Background: an optimization exercise with open tools, aiming at small area, a short achievable clock period and few clock cycles. Do not read the settings as production practice. RTL that was checked went through simulation tests only; none was proved equivalent to the original. Function not checked in run 1: the RTL went through the layout flow alone. Power and IR drop assume default switching activity.

**design.v**
```verilog
`default_nettype none
module ksl_front (
   input  wire logic         clock,
   input  wire logic         reset,
   input  wire logic         req_valid,
   output logic              req_stall,
   input  wire logic [8:0]   req_data,
   input  wire logic         csr_we,
   input  wire logic [16:0]  csr_wdata,
   input  wire logic         room,
   input  wire logic [15:0]  last_index,
   output logic              push,
   output logic [45:0]       push_w
);
   localparam logic [5:0] KIND_IDENT   = 6'd31;
   localparam logic [5:0] KIND_NUMBER  = 6'd32;
   localparam logic [5:0] KIND_STRING  = 6'd33;
   localparam logic [5:0] KIND_END     = 6'd57;
   localparam logic [2:0] LM_IDLE   = 3'd0;
   localparam logic [2:0] LM_IDENT  = 3'd1;
   localparam logic [2:0] LM_NUMBER = 3'd2;
   localparam logic [2:0] LM_STRING = 3'd3;
   localparam logic [2:0] LM_LINE   = 3'd4;
   localparam logic [2:0] LM_BLOCK  = 3'd5;
   localparam logic [2:0] LM_PEND   = 3'd6;
   localparam logic [2:0] PD_SLASH = 3'd0;
   localparam logic [2:0] PD_EQ    = 3'd1;
   localparam logic [2:0] PD_BANG  = 3'd2;
   localparam logic [2:0] PD_LT    = 3'd3;
   localparam logic [2:0] PD_GT    = 3'd4;
   localparam logic [2:0] PD_MINUS = 3'd5;
   function automatic logic [10:0] kw_first(input logic [7:0] ch);
      logic [10:0] r;
      logic        hit;
      r   = '0;
      hit = 1'b0;
      r   = r | ({11{ch == 8'd97}} & 11'd691);
      hit = hit | (ch == 8'd97);
      r   = r | ({11{ch == 8'd99}} & 11'd801);
      hit = hit | (ch == 8'd99);
      r   = r | ({11{ch == 8'd100}} & 11'd613);
      hit = hit | (ch == 8'd100);
      r   = r | ({11{ch == 8'd101}} & 11'd1134);
      hit = hit | (ch == 8'd101);
      r   = r | ({11{ch == 8'd102}} & 11'd562);
      hit = hit | (ch == 8'd102);
      r   = r | ({11{ch == 8'd103}} & 11'd165);
      hit = hit | (ch == 8'd103);
      r   = r | ({11{ch == 8'd104}} & 11'd303);
      hit = hit | (ch == 8'd104);
      r   = r | ({11{ch == 8'd105}} & 11'd366);
      hit = hit | (ch == 8'd105);
      r   = r | ({11{ch == 8'd107}} & 11'd1189);
      hit = hit | (ch == 8'd107);
      r   = r | ({11{ch == 8'd108}} & 11'd1705);
      hit = hit | (ch == 8'd108);
      r   = r | ({11{ch == 8'd109}} & 11'd111);
      hit = hit | (ch == 8'd109);
      r   = r | ({11{ch == 8'd111}} & 11'd870);
      hit = hit | (ch == 8'd111);
      r   = r | ({11{ch == 8'd114}} & 11'd41);
      hit = hit | (ch == 8'd114);
      r   = r | ({11{ch == 8'd117}} & 11'd1582);
      hit = hit | (ch == 8'd117);
      r   = r | ({11{ch == 8'd119}} & 11'd744);
      hit = hit | (ch == 8'd119);
      kw_first = hit ? r : 11'd1984;
   endfunction
   function automatic logic [5:0] kw_exp(input logic [8:0] kn);
      logic [5:0] r;
      logic        hit;
      r   = '0;
      hit = 1'b0;
      r   = r | ({6{kn == 9'd1}} & 6'd46);
      hit = hit | (kn == 9'd1);
      r   = r | ({6{kn == 9'd2}} & 6'd39);
      hit = hit | (kn == 9'd2);
      r   = r | ({6{kn == 9'd17}} & 6'd36);
      hit = hit | (kn == 9'd17);
      r   = r | ({6{kn == 9'd18}} & 6'd53);
      hit = hit | (kn == 9'd18);
      r   = r | ({6{kn == 9'd19}} & 6'd44);
      hit = hit | (kn == 9'd19);
      r   = r | ({6{kn == 9'd20}} & 6'd37);
      hit = hit | (kn == 9'd20);
      r   = r | ({6{kn == 9'd33}} & 6'd46);
      hit = hit | (kn == 9'd33);
      r   = r | ({6{kn == 9'd34}} & 6'd37);
      hit = hit | (kn == 9'd34);
      r   = r | ({6{kn == 9'd35}} & 6'd50);
      hit = hit | (kn == 9'd35);
      r   = r | ({6{kn == 9'd36}} & 6'd33);
      hit = hit | (kn == 9'd36);
      r   = r | ({6{kn == 9'd37}} & 6'd52);
      hit = hit | (kn == 9'd37);
      r   = r | ({6{kn == 9'd38}} & 6'd47);
      hit = hit | (kn == 9'd38);
      r   = r | ({6{kn == 9'd39}} & 6'd50);
      hit = hit | (kn == 9'd39);
      r   = r | ({6{kn == 9'd40}} & 6'd51);
      hit = hit | (kn == 9'd40);
      r   = r | ({6{kn == 9'd49}} & 6'd44);
      hit = hit | (kn == 9'd49);
      r   = r | ({6{kn == 9'd50}} & 6'd33);
      hit = hit | (kn == 9'd50);
      r   = r | ({6{kn == 9'd51}} & 6'd52);
      hit = hit | (kn == 9'd51);
      r   = r | ({6{kn == 9'd52}} & 6'd41);
      hit = hit | (kn == 9'd52);
      r   = r | ({6{kn == 9'd53}} & 6'd47);
      hit = hit | (kn == 9'd53);
      r   = r | ({6{kn == 9'd54}} & 6'd46);
      hit = hit | (kn == 9'd54);
      r   = r | ({6{kn == 9'd55}} & 6'd51);
      hit = hit | (kn == 9'd55);
      r   = r | ({6{kn == 9'd65}} & 6'd45);
      hit = hit | (kn == 9'd65);
      r   = r | ({6{kn == 9'd66}} & 6'd47);
      hit = hit | (kn == 9'd66);
      r   = r | ({6{kn == 9'd67}} & 6'd45);
      hit = hit | (kn == 9'd67);
      r   = r | ({6{kn == 9'd68}} & 6'd47);
      hit = hit | (kn == 9'd68);
      r   = r | ({6{kn == 9'd69}} & 6'd50);
      hit = hit | (kn == 9'd69);
      r   = r | ({6{kn == 9'd70}} & 6'd48);
      hit = hit | (kn == 9'd70);
      r   = r | ({6{kn == 9'd71}} & 6'd40);
      hit = hit | (kn == 9'd71);
      r   = r | ({6{kn == 9'd72}} & 6'd41);
      hit = hit | (kn == 9'd72);
      r   = r | ({6{kn == 9'd73}} & 6'd51);
      hit = hit | (kn == 9'd73);
      r   = r | ({6{kn == 9'd74}} & 6'd45);
      hit = hit | (kn == 9'd74);
      r   = r | ({6{kn == 9'd97}} & 6'd52);
      hit = hit | (kn == 9'd97);
      r   = r | ({6{kn == 9'd98}} & 6'd37);
      hit = hit | (kn == 9'd98);
      r   = r | ({6{kn == 9'd99}} & 6'd39);
      hit = hit | (kn == 9'd99);
      r   = r | ({6{kn == 9'd100}} & 6'd37);
      hit = hit | (kn == 9'd100);
      r   = r | ({6{kn == 9'd101}} & 6'd50);
      hit = hit | (kn == 9'd101);
      r   = r | ({6{kn == 9'd102}} & 6'd51);
      hit = hit | (kn == 9'd102);
      r   = r | ({6{kn == 9'd103}} & 6'd63);
      hit = hit | (kn == 9'd103);
      r   = r | ({6{kn == 9'd104}} & 6'd45);
      hit = hit | (kn == 9'd104);
      r   = r | ({6{kn == 9'd105}} & 6'd47);
      hit = hit | (kn == 9'd105);
      r   = r | ({6{kn == 9'd106}} & 6'd36);
      hit = hit | (kn == 9'd106);
      r   = r | ({6{kn == 9'd113}} & 6'd52);
      hit = hit | (kn == 9'd113);
      r   = r | ({6{kn == 9'd114}} & 6'd41);
      hit = hit | (kn == 9'd114);
      r   = r | ({6{kn == 9'd115}} & 6'd47);
      hit = hit | (kn == 9'd115);
      r   = r | ({6{kn == 9'd116}} & 6'd46);
      hit = hit | (kn == 9'd116);
      r   = r | ({6{kn == 9'd117}} & 6'd33);
      hit = hit | (kn == 9'd117);
      r   = r | ({6{kn == 9'd118}} & 6'd44);
      hit = hit | (kn == 9'd118);
      r   = r | ({6{kn == 9'd119}} & 6'd51);
      hit = hit | (kn == 9'd119);
      r   = r | ({6{kn == 9'd129}} & 6'd37);
      hit = hit | (kn == 9'd129);
      r   = r | ({6{kn == 9'd130}} & 6'd37);
      hit = hit | (kn == 9'd130);
      r   = r | ({6{kn == 9'd131}} & 6'd63);
      hit = hit | (kn == 9'd131);
      r   = r | ({6{kn == 9'd132}} & 6'd45);
      hit = hit | (kn == 9'd132);
      r   = r | ({6{kn == 9'd133}} & 6'd47);
      hit = hit | (kn == 9'd133);
      r   = r | ({6{kn == 9'd134}} & 6'd36);
      hit = hit | (kn == 9'd134);
      r   = r | ({6{kn == 9'd135}} & 6'd53);
      hit = hit | (kn == 9'd135);
      r   = r | ({6{kn == 9'd136}} & 6'd44);
      hit = hit | (kn == 9'd136);
      r   = r | ({6{kn == 9'd137}} & 6'd37);
      hit = hit | (kn == 9'd137);
      r   = r | ({6{kn == 9'd145}} & 6'd38);
      hit = hit | (kn == 9'd145);
      r   = r | ({6{kn == 9'd146}} & 6'd41);
      hit = hit | (kn == 9'd146);
      r   = r | ({6{kn == 9'd147}} & 6'd46);
      hit = hit | (kn == 9'd147);
      r   = r | ({6{kn == 9'd148}} & 6'd37);
      hit = hit | (kn == 9'd148);
      r   = r | ({6{kn == 9'd177}} & 6'd37);
      hit = hit | (kn == 9'd177);
      r   = r | ({6{kn == 9'd178}} & 6'd50);
      hit = hit | (kn == 9'd178);
      r   = r | ({6{kn == 9'd179}} & 6'd37);
      hit = hit | (kn == 9'd179);
      r   = r | ({6{kn == 9'd193}} & 6'd51);
      hit = hit | (kn == 9'd193);
      r   = r | ({6{kn == 9'd194}} & 6'd37);
      hit = hit | (kn == 9'd194);
      r   = r | ({6{kn == 9'd225}} & 6'd35);
      hit = hit | (kn == 9'd225);
      r   = r | ({6{kn == 9'd226}} & 6'd53);
      hit = hit | (kn == 9'd226);
      r   = r | ({6{kn == 9'd227}} & 6'd50);
      hit = hit | (kn == 9'd227);
      r   = r | ({6{kn == 9'd228}} & 6'd51);
      hit = hit | (kn == 9'd228);
      r   = r | ({6{kn == 9'd229}} & 6'd41);
      hit = hit | (kn == 9'd229);
      r   = r | ({6{kn == 9'd230}} & 6'd54);
      hit = hit | (kn == 9'd230);
      r   = r | ({6{kn == 9'd231}} & 6'd37);
      hit = hit | (kn == 9'd231);
      r   = r | ({6{kn == 9'd241}} & 6'd56);
      hit = hit | (kn == 9'd241);
      r   = r | ({6{kn == 9'd242}} & 6'd37);
      hit = hit | (kn == 9'd242);
      r   = r | ({6{kn == 9'd243}} & 6'd36);
      hit = hit | (kn == 9'd243);
      r   = r | ({6{kn == 9'd244}} & 6'd63);
      hit = hit | (kn == 9'd244);
      r   = r | ({6{kn == 9'd245}} & 6'd48);
      hit = hit | (kn == 9'd245);
      r   = r | ({6{kn == 9'd246}} & 6'd47);
      hit = hit | (kn == 9'd246);
      r   = r | ({6{kn == 9'd247}} & 6'd41);
      hit = hit | (kn == 9'd247);
      r   = r | ({6{kn == 9'd248}} & 6'd46);
      hit = hit | (kn == 9'd248);
      r   = r | ({6{kn == 9'd249}} & 6'd52);
      hit = hit | (kn == 9'd249);
      r   = r | ({6{kn == 9'd257}} & 6'd50);
      hit = hit | (kn == 9'd257);
      r   = r | ({6{kn == 9'd258}} & 6'd48);
      hit = hit | (kn == 9'd258);
      r   = r | ({6{kn == 9'd259}} & 6'd40);
      hit = hit | (kn == 9'd259);
      r   = r | ({6{kn == 9'd260}} & 6'd41);
      hit = hit | (kn == 9'd260);
      r   = r | ({6{kn == 9'd261}} & 6'd51);
      hit = hit | (kn == 9'd261);
      r   = r | ({6{kn == 9'd262}} & 6'd45);
      hit = hit | (kn == 9'd262);
      r   = r | ({6{kn == 9'd273}} & 6'd36);
      hit = hit | (kn == 9'd273);
      r   = r | ({6{kn == 9'd274}} & 6'd47);
      hit = hit | (kn == 9'd274);
      r   = r | ({6{kn == 9'd275}} & 6'd45);
      hit = hit | (kn == 9'd275);
      r   = r | ({6{kn == 9'd276}} & 6'd47);
      hit = hit | (kn == 9'd276);
      r   = r | ({6{kn == 9'd277}} & 6'd50);
      hit = hit | (kn == 9'd277);
      r   = r | ({6{kn == 9'd278}} & 6'd48);
      hit = hit | (kn == 9'd278);
      r   = r | ({6{kn == 9'd279}} & 6'd40);
      hit = hit | (kn == 9'd279);
      r   = r | ({6{kn == 9'd280}} & 6'd41);
      hit = hit | (kn == 9'd280);
      r   = r | ({6{kn == 9'd281}} & 6'd51);
      hit = hit | (kn == 9'd281);
      r   = r | ({6{kn == 9'd282}} & 6'd45);
      hit = hit | (kn == 9'd282);
      r   = r | ({6{kn == 9'd289}} & 6'd50);
      hit = hit | (kn == 9'd289);
      r   = r | ({6{kn == 9'd290}} & 6'd46);
      hit = hit | (kn == 9'd290);
      r   = r | ({6{kn == 9'd291}} & 6'd37);
      hit = hit | (kn == 9'd291);
      r   = r | ({6{kn == 9'd292}} & 6'd44);
      hit = hit | (kn == 9'd292);
      r   = r | ({6{kn == 9'd305}} & 6'd33);
      hit = hit | (kn == 9'd305);
      r   = r | ({6{kn == 9'd306}} & 6'd39);
      hit = hit | (kn == 9'd306);
      r   = r | ({6{kn == 9'd307}} & 6'd37);
      hit = hit | (kn == 9'd307);
      r   = r | ({6{kn == 9'd321}} & 6'd45);
      hit = hit | (kn == 9'd321);
      r   = r | ({6{kn == 9'd322}} & 6'd48);
      hit = hit | (kn == 9'd322);
      r   = r | ({6{kn == 9'd323}} & 6'd47);
      hit = hit | (kn == 9'd323);
      r   = r | ({6{kn == 9'd324}} & 6'd51);
      hit = hit | (kn == 9'd324);
      r   = r | ({6{kn == 9'd325}} & 6'd37);
      hit = hit | (kn == 9'd325);
      r   = r | ({6{kn == 9'd337}} & 6'd48);
      hit = hit | (kn == 9'd337);
      r   = r | ({6{kn == 9'd338}} & 6'd44);
      hit = hit | (kn == 9'd338);
      r   = r | ({6{kn == 9'd339}} & 6'd57);
      hit = hit | (kn == 9'd339);
      r   = r | ({6{kn == 9'd353}} & 6'd48);
      hit = hit | (kn == 9'd353);
      r   = r | ({6{kn == 9'd369}} & 6'd44);
      hit = hit | (kn == 9'd369);
      r   = r | ({6{kn == 9'd370}} & 6'd36);
      hit = hit | (kn == 9'd370);
      r   = r | ({6{kn == 9'd385}} & 6'd38);
      hit = hit | (kn == 9'd385);
      r   = r | ({6{kn == 9'd386}} & 6'd47);
      hit = hit | (kn == 9'd386);
      r   = r | ({6{kn == 9'd387}} & 6'd44);
      hit = hit | (kn == 9'd387);
      r   = r | ({6{kn == 9'd388}} & 6'd36);
      hit = hit | (kn == 9'd388);
      r   = r | ({6{kn == 9'd401}} & 6'd44);
      hit = hit | (kn == 9'd401);
      r   = r | ({6{kn == 9'd402}} & 6'd41);
      hit = hit | (kn == 9'd402);
      r   = r | ({6{kn == 9'd403}} & 6'd45);
      hit = hit | (kn == 9'd403);
      r   = r | ({6{kn == 9'd404}} & 6'd41);
      hit = hit | (kn == 9'd404);
      r   = r | ({6{kn == 9'd405}} & 6'd52);
      hit = hit | (kn == 9'd405);
      r   = r | ({6{kn == 9'd417}} & 6'd45);
      hit = hit | (kn == 9'd417);
      r   = r | ({6{kn == 9'd418}} & 6'd41);
      hit = hit | (kn == 9'd418);
      r   = r | ({6{kn == 9'd419}} & 6'd52);
      hit = hit | (kn == 9'd419);
      r   = r | ({6{kn == 9'd433}} & 6'd44);
      hit = hit | (kn == 9'd433);
      r   = r | ({6{kn == 9'd434}} & 6'd52);
      hit = hit | (kn == 9'd434);
      r   = r | ({6{kn == 9'd435}} & 6'd37);
      hit = hit | (kn == 9'd435);
      r   = r | ({6{kn == 9'd436}} & 6'd50);
      hit = hit | (kn == 9'd436);
      r   = r | ({6{kn == 9'd449}} & 6'd45);
      hit = hit | (kn == 9'd449);
      r   = r | ({6{kn == 9'd450}} & 6'd34);
      hit = hit | (kn == 9'd450);
      r   = r | ({6{kn == 9'd451}} & 6'd36);
      hit = hit | (kn == 9'd451);
      r   = r | ({6{kn == 9'd452}} & 6'd33);
      hit = hit | (kn == 9'd452);
      r   = r | ({6{kn == 9'd465}} & 6'd52);
      hit = hit | (kn == 9'd465);
      r   = r | ({6{kn == 9'd466}} & 6'd40);
      hit = hit | (kn == 9'd466);
      r   = r | ({6{kn == 9'd481}} & 6'd41);
      hit = hit | (kn == 9'd481);
      r   = r | ({6{kn == 9'd482}} & 6'd52);
      hit = hit | (kn == 9'd482);
      r   = r | ({6{kn == 9'd483}} & 6'd41);
      hit = hit | (kn == 9'd483);
      r   = r | ({6{kn == 9'd484}} & 6'd33);
      hit = hit | (kn == 9'd484);
      r   = r | ({6{kn == 9'd485}} & 6'd44);
      hit = hit | (kn == 9'd485);
      kw_exp = hit ? r : 6'd0;
   endfunction
   function automatic logic [10:0] kw_alt(input logic [16:0] knc);
      logic [10:0] r;
      logic        hit;
      r   = '0;
      hit = 1'b0;
      r   = r | ({11{knc == 17'd41328}} & 11'd1392);
      hit = hit | (knc == 17'd41328);
      r   = r | ({11{knc == 17'd49519}} & 11'd1325);
      hit = hit | (knc == 17'd49519);
      r   = r | ({11{knc == 17'd82540}} & 11'd1641);
      hit = hit | (knc == 17'd82540);
      r   = r | ({11{knc == 17'd33129}} & 11'd1016);
      hit = hit | (knc == 17'd33129);
      r   = r | ({11{knc == 17'd33135}} & 11'd1516);
      hit = hit | (knc == 17'd33135);
      r   = r | ({11{knc == 17'd62060}} & 11'd1780);
      hit = hit | (knc == 17'd62060);
      r   = r | ({11{knc == 17'd20845}} & 11'd1249);
      hit = hit | (knc == 17'd20845);
      r   = r | ({11{knc == 17'd21097}} & 11'd1972);
      hit = hit | (knc == 17'd21097);
      r   = r | ({11{knc == 17'd21108}} & 11'd421);
      hit = hit | (knc == 17'd21108);
      r   = r | ({11{knc == 17'd106849}} & 11'd1837);
      hit = hit | (knc == 17'd106849);
      r   = r | ({11{knc == 17'd4449}} & 11'd1456);
      hit = hit | (knc == 17'd4449);
      r   = r | ({11{knc == 17'd4722}} & 11'd1072);
      hit = hit | (knc == 17'd4722);
      r   = r | ({11{knc == 17'd353}} & 11'd500);
      hit = hit | (knc == 17'd353);
      r   = r | ({11{knc == 17'd357}} & 11'd236);
      hit = hit | (knc == 17'd357);
      r   = r | ({11{knc == 17'd12899}} & 11'd949);
      hit = hit | (knc == 17'd12899);
      r   = r | ({11{knc == 17'd45417}} & 11'd1908);
      hit = hit | (knc == 17'd45417);
      kw_alt = hit ? r : 11'd1984;
   endfunction
   function automatic logic [3:0] kw_len(input logic [4:0] k);
      logic [3:0] r;
      logic        hit;
      r   = '0;
      hit = 1'b0;
      r   = r | ({4{k == 5'd0}} & 4'd4);
      hit = hit | (k == 5'd0);
      r   = r | ({4{k == 5'd1}} & 4'd6);
      hit = hit | (k == 5'd1);
      r   = r | ({4{k == 5'd2}} & 4'd10);
      hit = hit | (k == 5'd2);
      r   = r | ({4{k == 5'd3}} & 4'd9);
      hit = hit | (k == 5'd3);
      r   = r | ({4{k == 5'd4}} & 4'd12);
      hit = hit | (k == 5'd4);
      r   = r | ({4{k == 5'd5}} & 4'd2);
      hit = hit | (k == 5'd5);
      r   = r | ({4{k == 5'd6}} & 4'd12);
      hit = hit | (k == 5'd6);
      r   = r | ({4{k == 5'd7}} & 4'd9);
      hit = hit | (k == 5'd7);
      r   = r | ({4{k == 5'd8}} & 4'd11);
      hit = hit | (k == 5'd8);
      r   = r | ({4{k == 5'd9}} & 4'd6);
      hit = hit | (k == 5'd9);
      r   = r | ({4{k == 5'd10}} & 4'd2);
      hit = hit | (k == 5'd10);
      r   = r | ({4{k == 5'd11}} & 4'd5);
      hit = hit | (k == 5'd11);
      r   = r | ({4{k == 5'd12}} & 4'd4);
      hit = hit | (k == 5'd12);
      r   = r | ({4{k == 5'd13}} & 4'd2);
      hit = hit | (k == 5'd13);
      r   = r | ({4{k == 5'd14}} & 4'd9);
      hit = hit | (k == 5'd14);
      r   = r | ({4{k == 5'd15}} & 4'd11);
      hit = hit | (k == 5'd15);
      r   = r | ({4{k == 5'd16}} & 4'd8);
      hit = hit | (k == 5'd16);
      r   = r | ({4{k == 5'd17}} & 4'd12);
      hit = hit | (k == 5'd17);
      r   = r | ({4{k == 5'd18}} & 4'd6);
      hit = hit | (k == 5'd18);
      r   = r | ({4{k == 5'd19}} & 4'd5);
      hit = hit | (k == 5'd19);
      r   = r | ({4{k == 5'd20}} & 4'd7);
      hit = hit | (k == 5'd20);
      r   = r | ({4{k == 5'd21}} & 4'd5);
      hit = hit | (k == 5'd21);
      r   = r | ({4{k == 5'd22}} & 4'd3);
      hit = hit | (k == 5'd22);
      r   = r | ({4{k == 5'd23}} & 4'd4);
      hit = hit | (k == 5'd23);
      r   = r | ({4{k == 5'd24}} & 4'd6);
      hit = hit | (k == 5'd24);
      r   = r | ({4{k == 5'd25}} & 4'd7);
      hit = hit | (k == 5'd25);
      r   = r | ({4{k == 5'd26}} & 4'd5);
      hit = hit | (k == 5'd26);
      r   = r | ({4{k == 5'd27}} & 4'd6);
      hit = hit | (k == 5'd27);
      r   = r | ({4{k == 5'd28}} & 4'd6);
      hit = hit | (k == 5'd28);
      r   = r | ({4{k == 5'd29}} & 4'd4);
      hit = hit | (k == 5'd29);
      r   = r | ({4{k == 5'd30}} & 4'd7);
      hit = hit | (k == 5'd30);
      kw_len = hit ? r : 4'd0;
   endfunction
   function automatic logic [5:0] single_kind(input logic [7:0] ch);
      logic [5:0] r;
      r = '0;
      r = r | ({6{ch == 8'h2b}} & 6'd39);    
      r = r | ({6{ch == 8'h2a}} & 6'd42);    
      r = r | ({6{ch == 8'h25}} & 6'd44);    
      r = r | ({6{ch == 8'h28}} & 6'd45);    
      r = r | ({6{ch == 8'h29}} & 6'd46);    
      r = r | ({6{ch == 8'h7b}} & 6'd47);    
      r = r | ({6{ch == 8'h7d}} & 6'd48);    
      r = r | ({6{ch == 8'h2c}} & 6'd49);    
      r = r | ({6{ch == 8'h3b}} & 6'd50);    
      r = r | ({6{ch == 8'h3a}} & 6'd53);    
      r = r | ({6{ch == 8'h5b}} & 6'd54);    
      r = r | ({6{ch == 8'h5d}} & 6'd55);    
      r = r | ({6{ch == 8'h2e}} & 6'd56);    
      single_kind = r;
   endfunction
   localparam int CL_W = 11;
   localparam int CL_WORD  = 10;    
   localparam int CL_ALPHA = 9;     
   localparam int CL_DIGIT = 8;
   localparam int CL_QUOTE = 7;
   localparam int CL_NL    = 6;
   localparam int CL_SLASH = 5;
   localparam int CL_STAR  = 4;
   localparam int CL_EQ    = 3;
   localparam int CL_GT    = 2;
   localparam int CL_PEND  = 1;     
   localparam int CL_OP    = 0;     
   function automatic logic [CL_W-1:0] classify(input logic [7:0] ch);
      logic alpha, digit;
      alpha = ((ch >= "a") && (ch <= "z")) || ((ch >= "A") && (ch <= "Z")) || (ch == "_");
      digit = (ch >= "0") && (ch <= "9");
      classify = {alpha || digit, alpha, digit, ch == "\"", ch == 8'd10, ch == "/", ch == "*",
                  ch == "=", ch == ">",
                  (ch == "/") || (ch == "=") || (ch == "!") || (ch == "<") || (ch == ">") ||
                  (ch == "-"),
                  single_kind(ch) != 6'd0};
   endfunction
   function automatic logic [15:0] cap3_of(input logic [16:0] l);
      if (l[16]) begin
         cap3_of = 16'd65532;
      end else if (l[15:0] == 16'd0) begin
         cap3_of = 16'hfffd;
      end else begin
         cap3_of = l[15:0] - 16'd4;
      end
   endfunction
   logic              in_v;
   logic [7:0]        c;
   logic              eot;
   logic [CL_W-1:0]   cl;
   logic              load_a;
   logic [2:0]   mode_ff, mode_in;
   logic [2:0]   pend_ff, pend_in;
   logic         star_ff, star_in;
   logic [15:0]  start_ff, start_in;
   logic [5:0]   len_ff, len_in;
   logic [4:0]   kw_ff, kw_in;
   logic [5:0]   kwe_ff, kwe_in;      
   logic [16:0]  pos_ff, pos_in;
   logic         zero_ff, zero_in;    
   logic [15:0]  cnt;                 
   logic         ovf_ff, ovf_in;      
   logic         near_ff, near_in;    
   logic [15:0]  cap3_ff;             
   logic [15:0]  cap3_w;
   logic [2:0]   c_pend;
   logic [5:0]   c_kind, two_kind, flush_kind, flush_len;
   logic         flush_emits;
   assign c_kind   = single_kind(c);
   assign cap3_w   = cap3_of(csr_wdata);
   logic         w_cap0, w_cap1;
   assign w_cap0   = (csr_wdata[16:1] == 16'd0);
   assign w_cap1   = (csr_wdata == 17'd2);
   assign cnt      = zero_ff ? 16'd0 : last_index + 16'd1;
   logic         kw_hit;
   logic [10:0]  kw_f, kw_a;
   assign kw_hit = kwe_ff[5] && (c[4:0] == kwe_ff[4:0]) && c[6] && (c[5] || (kwe_ff[4:0] == 5'd31));
   assign kw_f   = kw_first(c);
   assign kw_a   = kw_alt({kw_ff, len_ff[3:0], c});
   always_comb begin
      c_pend = PD_SLASH;
      if (c == "=") c_pend = PD_EQ;
      if (c == "!") c_pend = PD_BANG;
      if (c == "<") c_pend = PD_LT;
      if (c == ">") c_pend = PD_GT;
      if (c == "-") c_pend = PD_MINUS;
   end
   always_comb begin
      two_kind = 6'd0;
      if (cl[CL_EQ]) begin
         if (pend_ff == PD_EQ)   two_kind = 6'd34;
         if (pend_ff == PD_BANG) two_kind = 6'd35;
         if (pend_ff == PD_LT)   two_kind = 6'd36;
         if (pend_ff == PD_GT)   two_kind = 6'd37;
      end else if (cl[CL_GT] && (pend_ff == PD_MINUS)) begin
         two_kind = 6'd41;
      end
   end
   always_comb begin
      flush_emits = 1'b1;
      flush_len   = len_ff;
      flush_kind  = 6'd0;
      if (mode_ff == LM_IDENT) begin
         flush_kind = (len_ff == {2'b00, kw_len(kw_ff)}) ? {1'b0, kw_ff} : KIND_IDENT;
      end else if (mode_ff == LM_NUMBER) begin
         flush_kind = KIND_NUMBER;
      end else if (mode_ff == LM_STRING) begin
         flush_kind = KIND_STRING;
      end else if (mode_ff == LM_PEND) begin
         flush_len = 6'd1;
         if (pend_ff == PD_SLASH) flush_kind = 6'd43;
         if (pend_ff == PD_EQ)    flush_kind = 6'd38;
         if (pend_ff == PD_LT)    flush_kind = 6'd51;
         if (pend_ff == PD_GT)    flush_kind = 6'd52;
         if (pend_ff == PD_MINUS) flush_kind = 6'd40;
         flush_emits = (pend_ff != PD_BANG);
      end else begin
         flush_emits = 1'b0;
      end
   end
   logic         emit, split, step, take;
   logic [5:0]   w_kind, w_len;
   logic [15:0]  w_start;
   logic         w_ovf, w_last, w_end;
   always_comb begin
      logic do_flush, do_start;
      mode_in  = mode_ff;
      pos_in   = pos_ff;
      emit     = 1'b0;
      split    = 1'b0;
      w_end    = 1'b0;
      w_kind   = flush_kind;
      w_start  = ((mode_ff == LM_STRING) && (len_ff == 6'd0)) ? pos_ff[15:0] : start_ff;
      w_len    = flush_len;
      w_ovf    = 1'b0;
      do_flush = 1'b0;
      do_start = 1'b0;
      if (eot) begin
         mode_in = LM_IDLE;
         emit    = 1'b1;
         if (!ovf_ff && flush_emits) begin
            split = 1'b1;
         end else begin
            w_end   = 1'b1;
            w_kind  = KIND_END;
            w_start = pos_ff[15:0];
            w_len   = 6'd0;
            w_ovf   = ovf_ff;
            pos_in  = '0;
         end
      end else if (!ovf_ff && !pos_ff[16]) begin
         pos_in = pos_ff + 17'd1;
         case (mode_ff)
            LM_IDENT: begin
               if (!cl[CL_WORD]) begin
                  do_flush = 1'b1;
                  do_start = 1'b1;
               end
            end
            LM_NUMBER: begin
               if (!cl[CL_DIGIT]) begin
                  do_flush = 1'b1;
                  do_start = 1'b1;
               end
            end
            LM_STRING: begin
               if (cl[CL_QUOTE]) do_flush = 1'b1;
            end
            LM_LINE: begin
               if (cl[CL_NL]) mode_in = LM_IDLE;
            end
            LM_BLOCK: begin
               if (star_ff && cl[CL_SLASH]) mode_in = LM_IDLE;
            end
            LM_PEND: begin
               if ((pend_ff == PD_SLASH) && cl[CL_SLASH]) begin
                  mode_in = LM_LINE;
               end else if ((pend_ff == PD_SLASH) && cl[CL_STAR]) begin
                  mode_in = LM_BLOCK;
               end else if (two_kind != 6'd0) begin
                  mode_in = LM_IDLE;
                  emit    = 1'b1;
                  w_kind  = two_kind;
                  w_len   = 6'd2;
               end else begin
                  do_flush = 1'b1;
                  do_start = 1'b1;
               end
            end
            default: begin
               mode_in  = LM_IDLE;
               do_start = 1'b1;
            end
         endcase
         if (do_flush) begin
            mode_in = LM_IDLE;
            if (flush_emits) begin
               emit = 1'b1;
               if (do_start && !near_ff && cl[CL_OP]) begin
                  split  = 1'b1;
                  pos_in = pos_ff;
               end else if (near_ff) begin
                  do_start = 1'b0;
               end
            end
         end
         if (do_start && !split) begin
            if (cl[CL_ALPHA]) begin
               mode_in  = LM_IDENT;
            end else if (cl[CL_DIGIT]) begin
               mode_in  = LM_NUMBER;
            end else if (cl[CL_QUOTE]) begin
               mode_in  = LM_STRING;
            end else if (cl[CL_PEND]) begin
               mode_in  = LM_PEND;
            end else if (cl[CL_OP]) begin
               emit    = 1'b1;
               w_kind  = c_kind;
               w_start = pos_ff[15:0];
               w_len   = 6'd1;
            end
         end
      end
      w_last = !split;
      step   = in_v && (room || !emit);
      take   = step && !split;
      push   = in_v && emit && room;
   end
   assign push_w    = {w_kind, cnt, w_start, w_len, w_ovf, w_last};
   logic  tok_cont;
   assign tok_cont = ((mode_ff == LM_IDENT) && cl[CL_WORD]) || ((mode_ff == LM_NUMBER) && cl[CL_DIGIT]) ||
                     ((mode_ff == LM_STRING) && !cl[CL_QUOTE]);
   always_comb begin
      pend_in  = c_pend;
      star_in  = (mode_ff == LM_BLOCK) && cl[CL_STAR];
      start_in = pos_ff[15:0];
      len_in   = cl[CL_QUOTE] ? 6'd0 : 6'd1;
      kw_in    = kw_f[10:6];
      kwe_in   = kw_f[5:0];
      if (tok_cont) begin
         len_in = (len_ff == 6'd63) ? len_ff : len_ff + 6'd1;
      end
      if (tok_cont && !((mode_ff == LM_STRING) && (len_ff == 6'd0))) begin
         start_in = start_ff;
      end
      if (mode_ff == LM_IDENT) begin
         kw_in  = kw_hit ? kw_ff : kw_a[10:6];
         kwe_in = kw_hit ? ((len_ff[5:4] == 2'b00) ? kw_exp({kw_ff, len_ff[3:0]}) : 6'd0) : kw_a[5:0];
      end
      if (pos_ff[16]) begin
         pend_in  = pend_ff;
         start_in = start_ff;
         len_in   = len_ff;
         kw_in    = kw_ff;
         kwe_in   = kwe_ff;
      end
   end
   assign load_a    = !in_v || take;
   assign req_stall = in_v && !take;
   always_ff @(posedge clock) begin
      if (reset) begin
         in_v <= 1'b0;
      end else if (load_a) begin
         in_v <= req_valid;
      end
      if (load_a) begin
         {c, eot} <= req_data;
         cl       <= classify(req_data[8:1]);
      end
   end
   always_comb begin
      zero_in = zero_ff;
      ovf_in  = ovf_ff;
      near_in = near_ff;
      if (push && w_end) begin
         zero_in = 1'b1;
         ovf_in  = csr_we ? w_cap0 : (cap3_ff == 16'hfffd);
         near_in = csr_we ? w_cap1 : (cap3_ff == 16'hfffe);
      end else if (push) begin
         zero_in = 1'b0;
         ovf_in  = near_ff;
         near_in = zero_ff ? (cap3_ff == 16'hffff) : (last_index == cap3_ff);
      end else if (csr_we && !in_v) begin
         ovf_in  = w_cap0;
         near_in = w_cap1;
      end
   end
   always_ff @(posedge clock) begin
      if (reset) begin
         mode_ff <= LM_IDLE;
         pos_ff  <= '0;
         zero_ff <= 1'b1;
         ovf_ff  <= 1'b0;
         near_ff <= 1'b0;
         cap3_ff <= 16'd1020;
      end else begin
         if (csr_we) cap3_ff <= cap3_w;
         zero_ff <= zero_in;
         ovf_ff  <= ovf_in;
         near_ff <= near_in;
         if (step) begin
            mode_ff <= mode_in;
            pos_ff  <= pos_in;
         end
      end
   end
   always_ff @(posedge clock) begin
      if (step) begin
         pend_ff  <= pend_in;
         star_ff  <= star_in;
         start_ff <= start_in;
         len_ff   <= len_in;
         kw_ff    <= kw_in;
         kwe_ff   <= kwe_in;
      end
   end
endmodule
`default_nettype wire
`default_nettype none
module ksl_tokq (
   input  wire logic          clock,
   input  wire logic          reset,
   input  wire logic          push,
   input  wire logic [45:0]   push_w,
   output logic              room,
   output logic              rsp_valid,
   input  wire logic          rsp_stall,
   output logic [45:0]       rsp_data
);
   logic         v_ff;
   logic [45:0]  w_ff;
   assign rsp_valid = v_ff;
   assign rsp_data  = w_ff;
   assign room      = !v_ff || !rsp_stall;
   always_ff @(posedge clock) begin
      if (reset) begin
         v_ff <= 1'b0;
      end else if (room) begin
         v_ff <= push;
      end
      if (push) begin
         w_ff <= push_w;
      end
   end
endmodule
`default_nettype wire
`default_nettype none
module keyword_source_lexer #(
   parameter int MAX_TEXT_LEN = 65536
) (
   input  wire logic         clock,
   input  wire logic         reset,
   input  wire logic         req_valid,
   output logic             req_stall,
   input  wire logic [8:0]   req_data,
   output logic             rsp_valid,
   input  wire logic         rsp_stall,
   output logic [45:0]      rsp_data,
   input  wire logic         csr_we,
   input  wire logic [16:0]  csr_wdata
);
   logic         room;
   logic         push;
   logic [45:0]  push_w;
   ksl_front u_front (
      .clock     (clock),
      .reset     (reset),
      .req_valid (req_valid),
      .req_stall (req_stall),
      .req_data  (req_data),
      .csr_we    (csr_we),
      .csr_wdata (csr_wdata),
      .room      (room),
      .last_index(rsp_data[39:24]),
      .push      (push),
      .push_w    (push_w)
   );
   ksl_tokq u_tokq (
      .clock     (clock),
      .reset     (reset),
      .push      (push),
      .push_w    (push_w),
      .room      (room),
      .rsp_valid (rsp_valid),
      .rsp_stall (rsp_stall),
      .rsp_data  (rsp_data)
   );
endmodule
`default_nettype wire
```
**constraint.sdc**
```tcl
create_clock -name core_clock -period 8.5 [get_ports {clock}]
set_input_delay 1.7000 -clock core_clock [delete_from_list [all_inputs] [get_ports {clock}]]
set_output_delay 1.7000 -clock core_clock [all_outputs]
set_load 0.01 [all_outputs]
```
**flow/run.sh**
```bash
#!/bin/bash
# The standard layout, with the smallest buffer on each port instead of the
# default delay-cell buffer; repair still resizes port buffers where timing needs it
set -euo pipefail
export BUFFER_PORTS_ARGS="-buffer_cell sky130_fd_sc_hd__buf_1"
bash standard.sh finish > standard_finish.log 2>&1
```
**config.mk**
```make
export PLATFORM = sky130hd
export DESIGN_NAME = keyword_source_lexer
export DESIGN_NICKNAME = keyword_source_lexer
export VERILOG_FILES = /design/flow/design.v
export SDC_FILE = /design/flow/constraint.sdc
export NUM_CORES = 4
export LEC_CHECK = 0
export CAP_MARGIN = 20
export CORE_MARGIN = 2
export CORE_UTILIZATION = 40
export SETUP_SLACK_MARGIN = 5
export SLEW_MARGIN = 20
```
**standard.sh**
```bash
#!/bin/bash
# synth_recipe.tcl (not shown) runs the flow's synth.tcl, then flattens the netlist and writes it again
# the make line also repeats each setting of config.mk as NAME=value (left out here)
make -C /OpenROAD-flow-scripts/flow DESIGN_CONFIG=/design/flow/config.mk WORK_HOME=/design/flow/orfs CLKGATE_MAP_FILE= SYNTH_SCRIPT=/design/flow/synth_recipe.tcl "${@:-finish}"
```
==> flow_metrics.py, run 1 <==
metrics = {
    "synthesis": {
        "avgSynthCellArea_um2": 8.21,
        "synth_cell_type_count": 84,
        "synth-edff-count": 103,
        "synth_top_area_share_pct": 28.9,
        "syn_area_um2": 10700,
        "yosys_most_used_dff": "edfxtp_1",
        "yosysTopAreaCell": "edfxtp_1",
        "synthTopCellsByArea": "edfxtp_1 29%, dfxtp_1 7.7%, nor2_1 4.9%, a21oi_1 4.8%, nand2_1 3.7%",
        "syn_nets": 1344,
        "async_flop_share_pct": 0,
        "yosysWarnings": 2,
        "ys_ff_latch": 144,
        "ys_seq_area_share_pct": 36.5,
        "syn-instance-count": 1305,
    },
    "placement": {
        "dp_hpwl_um": 26300,
        "finalWeightedCongestion": 0.979,
        "pre_cts_ws_ns": 3.60,
        "dpl_cell_area_um2": 11200,
        "io_buffers": 78,
    },
    "routing": {
        "vias": 11000,
        "post-route-drc-count": 0,
        "routed_wl_um": 37700,
        "via_per_inst": 6.40,
        "route.antenna.remaining_nets": 0,
        "first_iter_violations": 1196,
        "first_pass_iters": 5,
        "wl_per_cell_um": 22.0,
    },
    "layout": {
        "final_nets": 1407,
        "area_growth_pct": 15.3,
        "final_cell_mix": "132 x nor2_1, 104 x nand2_1, 103 x edfxtp_1, 102 x a21oi_1, 76 x buf_1",
        "final_common_cell": "nor2_1",
        "nFillCells": 2561,
        "antenna-diode-count": 0,
        "drive_above_1_share_pct": 11.0,
        "final_area_um2": 12300,
    },
    "timing": {
        "finalMaxSlewViolations": 0,
        "max_freq_ghz": 0.230,
        "hold_viol": 0,
        "whs_ns": 0.513,
        "setup_viol": 0,
        "tightestPinTransition_ns": 1.03,
        "final.period_utilization_pct": 51.0,
        "rsz0062_at_grt": "yes",
        "fin_skew_ns": 0.0161,
        "setup_ws_ns": 4.16,
        "slew-limit-headroom_pct": 30.9,
        "min_period_ns": 4.34,
        "finalSetupTns_ns": 0,
    },
    "power_and_ir_drop": {
        "power_leakage_nw": 4.07,
        "power.total_w": 0.00179,
        "irDropWorstVdd_v": 0.000127,
        "powerDensity_nw_per_um2": 145,
    },
    "worst_setup_path": {
        "rr_worst_depth": 9,
        "reg2reg_to": "u_front.kwe_ff[5]",
        "end_kind": "output pin",
        "crit_path_start_kind": "flip-flop",
        "path_max_fanout": 6,
        "path_cells": "and3b_1 -> o21a_1 -> or3_4 -> a21o_4 -> o41ai_4 -> o21bai_4 -> buf_12 -> inv_2 -> buf_2",
        "reg2reg_slack_ns": 5.08,
        "critPathCapture": "req_stall",
        "cp.arrival_ns": 2.64,
        "worstReg2RegStart": "u_front.len_ff[0]",
        "critPathMaxStageDelay_ns": 0.44,
        "critical_path_required_ns": 6.80,
        "cpMaxStageDelayCell": "edfxtp_1",
        "critPathLaunch": "u_front.pend_ff[0]",
        "crit_type": "flip-flop to output pin",
    },
    "clock_network": {
        "numCtsBuffers": 17,
        "clockBufferDepth": 2,
        "clkSinkCount": 144,
        "htree_levels": 4,
        "cts.clk_slew.worst_paths_ns": 0.07,
        "cts_tree": "built",
        "root_buffer": "clkbuf_16",
        "clk-insertion-delay-late_ns": 0.42,
    },
    "global_route": {
        "grt_use_met1_pct": 35.9,
        "grt_pass1_wl_um": 58000,
        "grt_busiest_layer": "met2",
        "grt_antenna_before_repair": 0,
        "overflow": 0,
        "grt_pass1_vias": 10300,
        "track_usage_pct": 26.0,
        "gr-usage-met2_pct": 41.6,
        "grt_use_met3_pct": 4.44,
        "grt_max_degree": 46,
    },
    "floorplan": {
        "dieArea_um2": 28100,
        "row_count": 59,
        "ios": 79,
        "core_area_um2": 26200,
        "die_h_um": 168,
        "initial_utilization_pct": 40.9,
        "die_w_um": 168,
    },
    "run": {
        "drv_cap": 0,
    },
    "worst_hold_path": {
        "hp-class": "flip-flop to flip-flop",
    },
    "run_status": {
        "status": "timing/DRC/antenna clean",
    },
}
## worst min-delay path by stage
stage	start	endpoint	slack (ns)	cells after the start
final	u_front.pos_ff[10]	u_front.start_ff[10]	0.51	0
after global routing	u_front.start_ff[4]	u_tokq.w_ff[12]	0.54	1
after CTS	u_front.pos_ff[10]	u_front.start_ff[10]	0.51	0
after detailed placement	u_front.pos_ff[10]	u_front.start_ff[10]	0.49	0
after global placement	u_front.pos_ff[14]	u_front.start_ff[14]	0.48	0
after floorplan	u_front.pos_ff[10]	u_front.start_ff[10]	0.46	0
## per-stage QoR
step                      std cells  util (%)
after global routing           1716      47.1
after CTS                      1701      46.1
after global placement         1648      42.8
final                          1716      47.1
after detailed placement       1648      42.8
after floorplan                1305         -
## critical path: cells and delay by family, from the launching register on
family	cells	cell delay (ns)
DFF	1	0.44
buffers and inverters	3	0.30
AOI/OAI and AO/OA	4	0.90
and+or+nand+nor	2	0.58
## power breakdown
part | switching [W] | internal [W] | leakage [nW]
logic | 0.000132 | 0.0000694 | 2.43
registers | 0.0000253 | 0.000773 | 1.33
clock network | 0.000336 | 0.000453 | 0.300
## synthesized netlist by cell type, types with 29 or more instances
library cell / n
nor2_1: 139
a21oi_1: 102
nor4_1: 29
o21ai_0: 42
nand2b_1: 39
o22ai_1: 45
xor2_1: 38
nand3_1: 41
nor3_1: 73
dfxtp_1: 41
edfxtp_1: 103
clkbuf_1: 52
nand2_1: 106
## area by class of cell
| type | instances | area, µm² | share of cell area, % |
|---|---|---|---|
| Multi-Input combinational cell | 1043 | 6530 | 52.9 |
| Sequential cell | 144 | 3930 | 31.8 |
| Timing Repair Buffer | 134 | 753 | 6.10 |
| Clock buffer | 18 | 439 | 3.56 |
| Tap cell | 335 | 419 | 3.39 |
| Clock inverter | 14 | 170 | 1.38 |
| Inverter | 28 | 105 | 0.851 |
## cell families (layout without fill, tap and decap cells)
| kind of cell | Yosys count | after routing | share of synthesized area, % |
|---|---|---|---|
| AND/OR/NAND/NOR | 613 | 613 | 30.3 |
| flip-flops | 144 | 144 | 36.5 |
| XOR/XNOR | 59 | 59 | 4.83 |
| AO/OA/AOI/OAI | 346 | 346 | 20.9 |
| adder cells (fa/ha/maj) | 8 | 8 | 0.935 |
| multiplexers | 17 | 17 | 1.78 |
| buffers and inverters | 118 | 194 | 4.67 |
## registers in the layout, indices dropped and copies added (netlist names)
signal	count
u_front.c	8
u_front.pos_ff	17
u_front.near_ff	1
u_front.eot	1
u_front.len_ff	6
u_front.cl	11
u_front.kwe_ff	6
u_tokq.w_ff	46
u_front.kw_ff	5
u_front.pend_ff	3
u_front.in_v	1
u_front.star_ff	1
u_front.cap3_ff	16
u_tokq.v_ff	1
u_front.mode_ff	3
u_front.zero_ff	1
u_front.start_ff	16
u_front.ovf_ff	1
## layer usage
layer  routed length [µm]  share of wire, %
met1                16800                45
met2                17200                46
met3                 2790               7.4
met4                  871               2.3
met5                    0                 0
## what timing repair did
item | in CTS | in global routing
setup endpoints to repair | 20 | 10
cloned | 0 | 1
pin swaps | 3 | 7
buffers inserted | 21 | 14
gates resized for setup | 26 | 27
hold buffers | 0 | 0
==> run 2: changes to the inputs <==
--- a/design.v
+++ b/design.v
@@ -508,11 +508,11 @@
                   single_kind(ch) != 6'd0};
    endfunction
-   function automatic logic [15:0] cap3_of(input logic [16:0] l);
+   function automatic logic [15:0] cap4_of(input logic [16:0] l);
       if (l[16]) begin
-         cap3_of = 16'd65532;
+         cap4_of = 16'd65531;
       end else if (l[15:0] == 16'd0) begin
-         cap3_of = 16'hfffd;
+         cap4_of = 16'hfffc;
       end else begin
-         cap3_of = l[15:0] - 16'd4;
+         cap4_of = l[15:0] - 16'd5;
       end
    endfunction
@@ -521,4 +521,7 @@
    logic              eot;
    logic [CL_W-1:0]   cl;
+   logic              b_v;
+   logic [8:0]        b_data;
+   logic [8:0]        src;
    logic              load_a;
    logic [2:0]   mode_ff, mode_in;
@@ -534,14 +537,16 @@
    logic         ovf_ff, ovf_in;      
    logic         near_ff, near_in;    
-   logic [15:0]  cap3_ff;             
-   logic [15:0]  cap3_w;
+   logic         far_ff, far_in;      
+   logic [15:0]  cap4_ff;             
+   logic [15:0]  cap4_w;
    logic [2:0]   c_pend;
    logic [5:0]   c_kind, two_kind, flush_kind, flush_len;
    logic         flush_emits;
    assign c_kind   = single_kind(c);
-   assign cap3_w   = cap3_of(csr_wdata);
-   logic         w_cap0, w_cap1;
+   assign cap4_w   = cap4_of(csr_wdata);
+   logic         w_cap0, w_cap1, w_cap2;
    assign w_cap0   = (csr_wdata[16:1] == 16'd0);
    assign w_cap1   = (csr_wdata == 17'd2);
+   assign w_cap2   = (csr_wdata == 17'd3);
    assign cnt      = zero_ff ? 16'd0 : last_index + 16'd1;
    logic         kw_hit;
@@ -729,14 +734,22 @@
    end
    assign load_a    = !in_v || take;
-   assign req_stall = in_v && !take;
+   assign src       = b_v ? b_data : req_data;
+   assign req_stall = b_v || (in_v && eot);
    always_ff @(posedge clock) begin
       if (reset) begin
          in_v <= 1'b0;
+         b_v  <= 1'b0;
       end else if (load_a) begin
-         in_v <= req_valid;
+         in_v <= b_v || (req_valid && !req_stall);
+         b_v  <= 1'b0;
+      end else if (req_valid && !req_stall) begin
+         b_v  <= 1'b1;
       end
       if (load_a) begin
-         {c, eot} <= req_data;
-         cl       <= classify(req_data[8:1]);
+         {c, eot} <= src;
+         cl       <= classify(src[8:1]);
+      end
+      if (!req_stall) begin
+         b_data <= req_data;
       end
    end
@@ -745,15 +758,19 @@
       ovf_in  = ovf_ff;
       near_in = near_ff;
+      far_in  = far_ff;
       if (push && w_end) begin
          zero_in = 1'b1;
-         ovf_in  = csr_we ? w_cap0 : (cap3_ff == 16'hfffd);
-         near_in = csr_we ? w_cap1 : (cap3_ff == 16'hfffe);
+         ovf_in  = csr_we ? w_cap0 : (cap4_ff == 16'hfffc);
+         near_in = csr_we ? w_cap1 : (cap4_ff == 16'hfffd);
+         far_in  = csr_we ? w_cap2 : (cap4_ff == 16'hfffe);
       end else if (push) begin
          zero_in = 1'b0;
          ovf_in  = near_ff;
-         near_in = zero_ff ? (cap3_ff == 16'hffff) : (last_index == cap3_ff);
-      end else if (csr_we && !in_v) begin
+         near_in = far_ff;
+         far_in  = zero_ff ? (cap4_ff == 16'hffff) : (last_index == cap4_ff);
+      end else if (csr_we && !in_v && !b_v) begin
          ovf_in  = w_cap0;
          near_in = w_cap1;
+         far_in  = w_cap2;
       end
    end
@@ -765,10 +782,12 @@
          ovf_ff  <= 1'b0;
          near_ff <= 1'b0;
-         cap3_ff <= 16'd1020;
+         far_ff  <= 1'b0;
+         cap4_ff <= 16'd1019;
       end else begin
-         if (csr_we) cap3_ff <= cap3_w;
+         if (csr_we) cap4_ff <= cap4_w;
          zero_ff <= zero_in;
          ovf_ff  <= ovf_in;
          near_ff <= near_in;
+         far_ff  <= far_in;
          if (step) begin
             mode_ff <= mode_in;
==> flow/run.sh (replaced) <==
#!/bin/bash
# The standard layout, with the smallest buffer on each port instead of the
# default delay-cell buffer, and timing repair aiming 6 ns below the clock period
set -euo pipefail
export BUFFER_PORTS_ARGS="-buffer_cell sky130_fd_sc_hd__buf_1"
export SETUP_SLACK_MARGIN=6
bash standard.sh finish > standard_finish.log 2>&1
--- a/config.mk
+++ b/config.mk
@@ -9,4 +9,3 @@
 export CORE_MARGIN = 2
 export CORE_UTILIZATION = 40
-export SETUP_SLACK_MARGIN = 5
 export SLEW_MARGIN = 20
==> flow_metrics.py, run 2 <==
metrics = {
    "layout": {
        "area_growth_pct": 39.4,
        "antenna-diode-count": 0,
        "nFillCells": 2520,
        "drive_above_1_share_pct": 35.7,
        "top_register": "u_tokq.w_ff",
        "top_regs": "u_tokq.w_ff (46), u_front.pos_ff (17)",
        "final_util_pct": 57.0,
        "final_cell_mix": "171 x buf_4, 135 x nor2_1, 112 x edfxtp_1, 104 x nand2_1, 71 x a21oi_1",
        "final_common_cell": "buf_4",
        "largest_reg_flops": 46,
        "seq_area_um2": 4250,
        "multi_input_area_um2": 8410,
        "final_nets": 1669,
    },
    "routing": {
        "post-route-drc-count": 0,
        "via_per_inst": 6.41,
        "first_pass_iters": 8,
        "wl_per_cell_um": 22.8,
        "route.antenna.remaining_nets": 0,
        "vias": 13000,
        "routed_wl_um": 46300,
        "first_iter_violations": 1611,
    },
    "synthesis": {
        "synth_fa_ha_area_share_pct": 1.04,
        "synth_top_area_share_pct": 28.5,
        "synthMostInstantiatedCell": "nor2_1",
        "yosysTopAreaCell": "edfxtp_1",
        "syn_area_um2": 11800,
        "synth_cell_type_count": 100,
        "ys_ff_latch": 155,
        "synth-edff-count": 112,
        "async_flop_share_pct": 0,
        "synthMuxAreaShare_pct": 3.44,
        "synth_simple_gate_area_share_pct": 29.4,
        "synthTopCellsByArea": "edfxtp_1 28%, dfxtp_1 7.3%, nor2_1 4.7%, a21oi_1 3.9%, nand2_1 3.6%",
        "synth_top_family_by_area": "simple AND/OR/NAND/NOR gates",
        "avgSynthCellArea_um2": 8.41,
        "yosys_most_used_dff": "edfxtp_1",
        "synth-xor-area-share_pct": 3.56,
        "ys_seq_area_share_pct": 35.8,
        "syn_nets": 1444,
        "synth_commonest_cells": "147 x nor2_1, 114 x nand2_1, 112 x edfxtp_1",
        "syn-instance-count": 1404,
        "synth-compound-area-share_pct": 21.5,
        "yosysWarnings": 2,
    },
    "power_and_ir_drop": {
        "irDropWorstVdd_v": 0.000137,
        "power_leakage_nw": 5.93,
        "powerDensity_nw_per_um2": 123,
        "power.total_w": 0.00202,
    },
    "timing": {
        "min_period_ns": 3.33,
        "finalSetupTns_ns": 0,
        "hold_viol": 0,
        "max_freq_ghz": 0.301,
        "fin_skew_ns": 0.0233,
        "rsz0062_at_grt": "yes",
        "final.period_utilization_pct": 39.1,
        "finalMaxSlewViolations": 0,
        "tightestPinTransition_ns": 1.09,
        "slew-limit-headroom_pct": 27.0,
        "setup_viol": 0,
    },
    "worst_setup_path": {
        "critPathCapture": "u_front.ovf_ff",
        "reg2reg_slack_ns": 5.60,
        "crit_type": "input pin to flip-flop",
        "critical_path_required_ns": 8.83,
        "cp.arrival_ns": 3.66,
        "crit_path_start_kind": "input pin",
        "reg2reg_to": "u_front.kwe_ff[2]",
        "path_max_fanout": 2,
        "worstReg2RegStart": "u_front.kw_ff[0]",
        "critPathLaunch": "csr_wdata[11]",
        "rr_worst_depth": 8,
        "end_kind": "flip-flop",
    },
    "clock_network": {
        "numCtsBuffers": 17,
        "clockBufferDepth": 2,
        "root_buffer": "clkbuf_16",
        "clkSinkCount": 155,
        "htree_levels": 4,
        "hold_buffers": 0,
        "cts.clk_slew.worst_paths_ns": 0.06,
        "cts_tree": "built",
        "clk-insertion-delay-late_ns": 0.44,
    },
    "floorplan": {
        "die_w_um": 176,
        "core_area_um2": 28900,
        "row_count": 62,
        "initial_utilization_pct": 40.9,
        "ios": 79,
        "die_h_um": 176,
        "dieArea_um2": 30900,
    },
    "global_route": {
        "grt_pass1_wl_um": 67900,
        "grt_max_degree": 46,
        "track_usage_pct": 28.0,
        "grt_antenna_before_repair": 0,
        "grt_pass1_vias": 11900,
        "overflow": 0,
    },
    "placement": {
        "io_buffers": 78,
        "finalWeightedCongestion": 1.07,
        "dp_hpwl_um": 27800,
    },
    "worst_hold_path": {
        "min-delay-start": "u_front.pos_ff[7]",
        "hp-class": "flip-flop to flip-flop",
    },
    "run": {
        "drv_cap": 0,
    },
    "run_status": {
        "status": "timing/DRC/antenna clean",
    },
}
## run 2: cell types whose count changed after synthesis, sizes merged, moves of 11 or more
cell / change
clkbuf: +16
a21oi: -11
xor2: -15
nor3: -17
or3: -11
## run 2: per-layer routing
layer  wire (µm)  track usage (%)
met5           0                0
met4        2560             13.2
met3        4130             5.48
met2       21500             45.7
met1       18000             35.7
## run 2: report_power, final
group / leakage, nW / switching [W] / total, W / internal (W)
clock network: 0.269 / 0.000323 / 0.000726 / 0.000403
registers: 1.45 / 0.0000310 / 0.000875 / 0.000844
logic: 4.21 / 0.000239 / 0.000416 / 0.000177
## run 2: layout make-up
class,count,area share (%)
tap,384,2.92
clock buffer,18,2.61
sequential,155,25.8
inverter,32,0.852
timing repair buffer,309,15.7
multi-input combinational,1109,51.1
timing repair inverter,5,0.213
clock inverter,14,0.738
## run 2: worst min-delay path by stage
stage / depth (start not counted) / slack [ns] / to
after floorplan: 0 / 0.45 / u_front.start_ff[7]
after global placement: 0 / 0.48 / u_front.start_ff[7]
after detailed placement: 0 / 0.49 / u_front.start_ff[7]
after CTS: 0 / 0.51 / u_front.start_ff[7]
after global routing: 0 / 0.53 / u_front.start_ff[7]
final: 0 / 0.50 / u_front.start_ff[7]
## run 2: critical path: stages
cell      delay (ns)
buf_6           0.10
or4_4           0.55
nor4_4          0.16
nand3b_1        0.15
buf_6           0.15
buf_4           0.12
o41ai_1         0.32
o21ai_1         0.12
a221oi_1        0.29
## run 2: timing repair
item | in CTS | in global routing
gates resized for setup | 180 | 143
endpoints found under the setup margin | 236 | 225
cloned | 9 | 7
pin swaps | 63 | 52
setup buffers | 135 | 71
## run 2: cell families (layout without fill, tap and decap cells)
| kind of cell | count (synthesis) | in the layout |
|---|---|---|
| buffers and inverters | 143 | 378 |
| muxes | 34 | 34 |
| xor gates and xnor gates | 48 | 48 |
| DFF | 155 | 155 |
| and+or+nand+nor | 642 | 642 |
| adders and majority gates | 10 | 10 |
| AOI/OAI and AO/OA | 372 | 375 |
## run 2: per-stage QoR
step / hold WS [ns] / cells / worst slack [ns] / instance area [µm²]
5_1_grt: 0.533 / 2026 / 5.10 / 16500
3_5_place_dp: 0.493 / 1772 / 4.64 / 12600
4_1_cts: 0.508 / 1948 / 5.23 / 15300
6_report: 0.500 / 2026 / 5.17 / 16500
2_1_floorplan: 0.453 / 1404 / 4.91 / 12300
3_3_place_gp: 0.479 / 1772 / 4.68 / 12600
Testbench counts of run 2, summed over its fixed seeds: cycles 146,983.
==> run 3: changes to the inputs <==
==> flow/run.sh (replaced) <==
#!/bin/bash
# The standard layout, with the smallest buffer on each port instead of the
# default delay-cell buffer; repair still resizes port buffers where timing needs it
set -euo pipefail
export BUFFER_PORTS_ARGS="-buffer_cell sky130_fd_sc_hd__buf_1"
bash standard.sh finish > standard_finish.log 2>&1
--- a/config.mk
+++ b/config.mk
@@ -9,3 +9,5 @@
 export CORE_MARGIN = 2
 export CORE_UTILIZATION = 40
+export CTS_BUF_LIST = sky130_fd_sc_hd__clkbuf_8
+export SETUP_SLACK_MARGIN = 5
 export SLEW_MARGIN = 20
==> flow_metrics.py, run 3 <==
metrics = {
    "synthesis": {
        "synth_cell_type_count": 100,
        "yosysTopAreaCell": "edfxtp_1",
        "synthMuxAreaShare_pct": 3.44,
        "yosys_most_used_dff": "edfxtp_1",
        "syn_nets": 1444,
        "ys_ff_latch": 155,
        "synth_commonest_cells": "147 x nor2_1, 114 x nand2_1, 112 x edfxtp_1",
        "synth_fa_ha_area_share_pct": 1.04,
        "synth-edff-count": 112,
        "ys_seq_area_share_pct": 35.8,
        "synth_top_area_share_pct": 28.5,
        "yosysWarnings": 2,
        "synth-xor-area-share_pct": 3.56,
        "synth_simple_gate_area_share_pct": 29.4,
        "synthTopCellsByArea": "edfxtp_1 28%, dfxtp_1 7.3%, nor2_1 4.7%, a21oi_1 3.9%, nand2_1 3.6%",
        "synth-compound-area-share_pct": 21.5,
        "async_flop_share_pct": 0,
        "syn-instance-count": 1404,
        "syn_area_um2": 11800,
        "avgSynthCellArea_um2": 8.41,
        "synth_top_family_by_area": "simple AND/OR/NAND/NOR gates",
        "synthMostInstantiatedCell": "nor2_1",
    },
    "power_and_ir_drop": {
        "switchingPower_w": 0.000558,
        "p_clk_share_pct": 32.8,
        "power.share.switching_pct": 32.5,
        "powerDensity_nw_per_um2": 133,
        "p_comb_share_pct": 15.7,
        "irDropWorstVdd_v": 0.0000983,
        "power_leakage_nw": 4.23,
        "pwr-share-seq_pct": 51.5,
        "intPower_w": 0.00116,
    },
    "routing": {
        "first_pass_iters": 5,
        "vias": 11600,
        "post-route-drc-count": 0,
        "route.antenna.remaining_nets": 0,
        "wl_per_cell_um": 21.8,
        "routed_wl_um": 39600,
        "first_iter_violations": 1330,
        "via_per_inst": 6.41,
    },
    "layout": {
        "final_area_um2": 12800,
        "final_common_cell": "nor2_1",
        "antenna-diode-count": 0,
        "final_cell_mix": "147 x nor2_1, 114 x nand2_1, 112 x edfxtp_1, 89 x a21oi_1, 78 x buf_1",
        "top_regs": "u_tokq.w_ff (46), u_front.pos_ff (17)",
        "final_nets": 1459,
        "largest_reg_flops": 46,
        "top_register": "u_tokq.w_ff",
        "drive_above_1_share_pct": 11.4,
        "fin_cells": 1816,
        "area_growth_pct": 8.84,
    },
    "clock_network": {
        "numCtsBuffers": 17,
        "htree_levels": 4,
        "clockBufferDepth": 2,
        "cts.clk_slew.worst_paths_ns": 0.11,
        "root_buffer": "clkbuf_8",
        "clk-insertion-delay-late_ns": 0.48,
        "clkSinkCount": 155,
        "cts_tree": "built",
    },
    "floorplan": {
        "ios": 79,
        "row_count": 62,
        "core_area_um2": 28900,
        "die_w_um": 176,
        "die_h_um": 176,
        "initial_utilization_pct": 40.9,
        "dieArea_um2": 30900,
    },
    "global_route": {
        "grt_max_degree": 48,
        "overflow": 0,
        "grt_antenna_before_repair": 0,
        "grt_pass1_vias": 10800,
        "track_usage_pct": 25.4,
        "grt_pass1_wl_um": 62100,
    },
    "timing": {
        "tightestPinTransition_ns": 0.934,
        "finalSetupTns_ns": 0,
        "setup_ws_ns": 5.10,
        "min_period_ns": 3.40,
        "final.period_utilization_pct": 40.0,
        "rsz0062_at_grt": "yes",
        "fin_skew_ns": 0.0240,
        "finalMaxSlewViolations": 0,
        "setup_viol": 0,
        "max_freq_ghz": 0.294,
        "hold_viol": 0,
        "slew-limit-headroom_pct": 36.1,
    },
    "worst_hold_path": {
        "hp-class": "flip-flop to flip-flop",
        "holdPathStages": 0,
    },
    "run_status": {
        "status": "timing/DRC/antenna clean",
    },
    "placement": {
        "io_buffers": 78,
        "dp.cells": 1774,
        "finalWeightedCongestion": 1.04,
        "dp_hpwl_um": 27600,
        "pre_cts_ws_ns": 4.61,
        "dpl_cell_area_um2": 12300,
    },
    "worst_setup_path": {
        "crit_cells": 9,
        "cpMaxStageDelayCell": "nor3b_1",
        "cp.arrival_ns": 3.68,
        "path_max_fanout": 17,
        "critPathMaxStageDelay_ns": 0.75,
        "critical_path_required_ns": 8.78,
        "end_kind": "flip-flop",
        "crit_path_start_kind": "flip-flop",
        "rr_worst_depth": 9,
        "crit_type": "flip-flop to flip-flop",
        "path_cells": "buf_4 -> ha_2 -> nor3b_1 -> nand2_1 -> a211oi_1 -> a211oi_1 -> o21ai_0 -> nor4_2 -> o221ai_1",
        "cp_common_cell": "a211oi_1",
        "cp.buffers_inverters": 1,
        "crit_family": "simple AND/OR/NAND/NOR gates",
    },
    "run": {
        "drv_cap": 0,
    },
}
## run 3: metrics by stage
stage	total power (W)	hold slack [ns]	utilization, %
finish	0.00171	0.503	44.5
floorplan	0.00108	0.452	-
detailed placement	0.00116	0.481	42.5
CTS	0.00172	0.503	44.1
global placement	0.00116	0.478	42.5
global route	0.00179	0.527	44.5
## run 3: worst paths after layout
path	slack (ns)	to	start
max reg2reg	5.10	u_front.kwe_ff[2]	u_front.len_ff[0]
min reg2reg	0.50	u_front.start_ff[7]	u_front.pos_ff[7]
max	5.10	u_front.kwe_ff[2]	u_front.len_ff[0]
min	0.50	u_front.start_ff[7]	u_front.pos_ff[7]
## run 3: logic make-up (layout without fill, tap and decap cells)
| family | after synthesis | after routing |
|---|---|---|
| adder cells (fa/ha/maj) | 10 | 10 |
| flip-flops | 155 | 155 |
| XOR/XNOR | 48 | 48 |
| multiplexers | 34 | 34 |
| AO/OA/AOI/OAI | 372 | 372 |
| buffers and inverters | 143 | 171 |
| AND/OR/NAND/NOR | 642 | 642 |
## run 3: repair_timing
action / 4_1_cts / 5_1_grt
hold endpoints to repair: 0 / 0
resized for setup: 14 / 10
pin swaps: 1 / 1
hold buffers: 0 / 0
setup buffers: 1 / 9
endpoints found under the setup margin: 108 / 62
## run 3: power groups by stage
stage,logic [W],registers [W],clock network [W]
after floorplan,0.000197,0.000882,0
after global placement,0.000256,0.000899,0
after detailed placement,0.000257,0.000900,0
after CTS,0.000261,0.000883,0.000577
after global routing,0.000293,0.000888,0.000604
final,0.000269,0.000883,0.000563
## run 3: area by class of cell
class                   instances  area, µm²
clock buffers                  17        234
multi-input cells            1106       7100
inverters                      32        123
clock inverters                15        156
repair buffers                107        531
flip-flops and latches        155       4230
well taps                     384        480
fillers                      2909      16000
## run 3: per-layer routing
| metal | track usage, % | share of wire [%] | vias up |
|---|---|---|---|
| li1 | - | - | 5354 |
| met1 | 36.0 | 44 | 5582 |
| met2 | 39.0 | 44 | 586 |
| met3 | 4.16 | 7.8 | 124 |
| met4 | 9.50 | 3.7 | 0 |
| met5 | 0 | 0 | - |

-- port drivers added, routing unchanged --
The results above use ideal ports. As a check the final layouts listed here were re-extracted and re-timed, cells and wires unchanged.
Step 1 (the two cells are an assumption about what drives the block):
set clk [get_ports {clock}]
set_driving_cell -lib_cell sky130_fd_sc_hd__clkbuf_16 $clk
set_driving_cell -lib_cell sky130_fd_sc_hd__buf_2 [delete_from_list [all_inputs] $clk]
Step 2 adds t to the input delays and takes it off the output delays; t is the mean of the earliest and latest rising clock arrival at the registers after step 1. Input paths then give back, and output paths get back, about the clock's delay inside the block.
Three values: ideal, step 1, step 2; two values: the first two.
run	shift t [ns]	setup WS [ns]	latest minus earliest clock arrival (ns)	worst data-port slew with drivers (ns)
run 1	0.462	4.161 / 4.114 / 4.277	0.017 / 0.016	0.07
run 2	0.486	5.173 / 5.184 / 4.698	0.023 / 0.023	0.07
run 3	0.505	5.102 / 5.094 / 4.638	0.024 / 0.024	0.04
After both steps setup and hold are still met in every run listed. For run 2, which loses most, drivers alone change the setup slack by +0.011 ns; drivers and shift together by -0.475 ns.
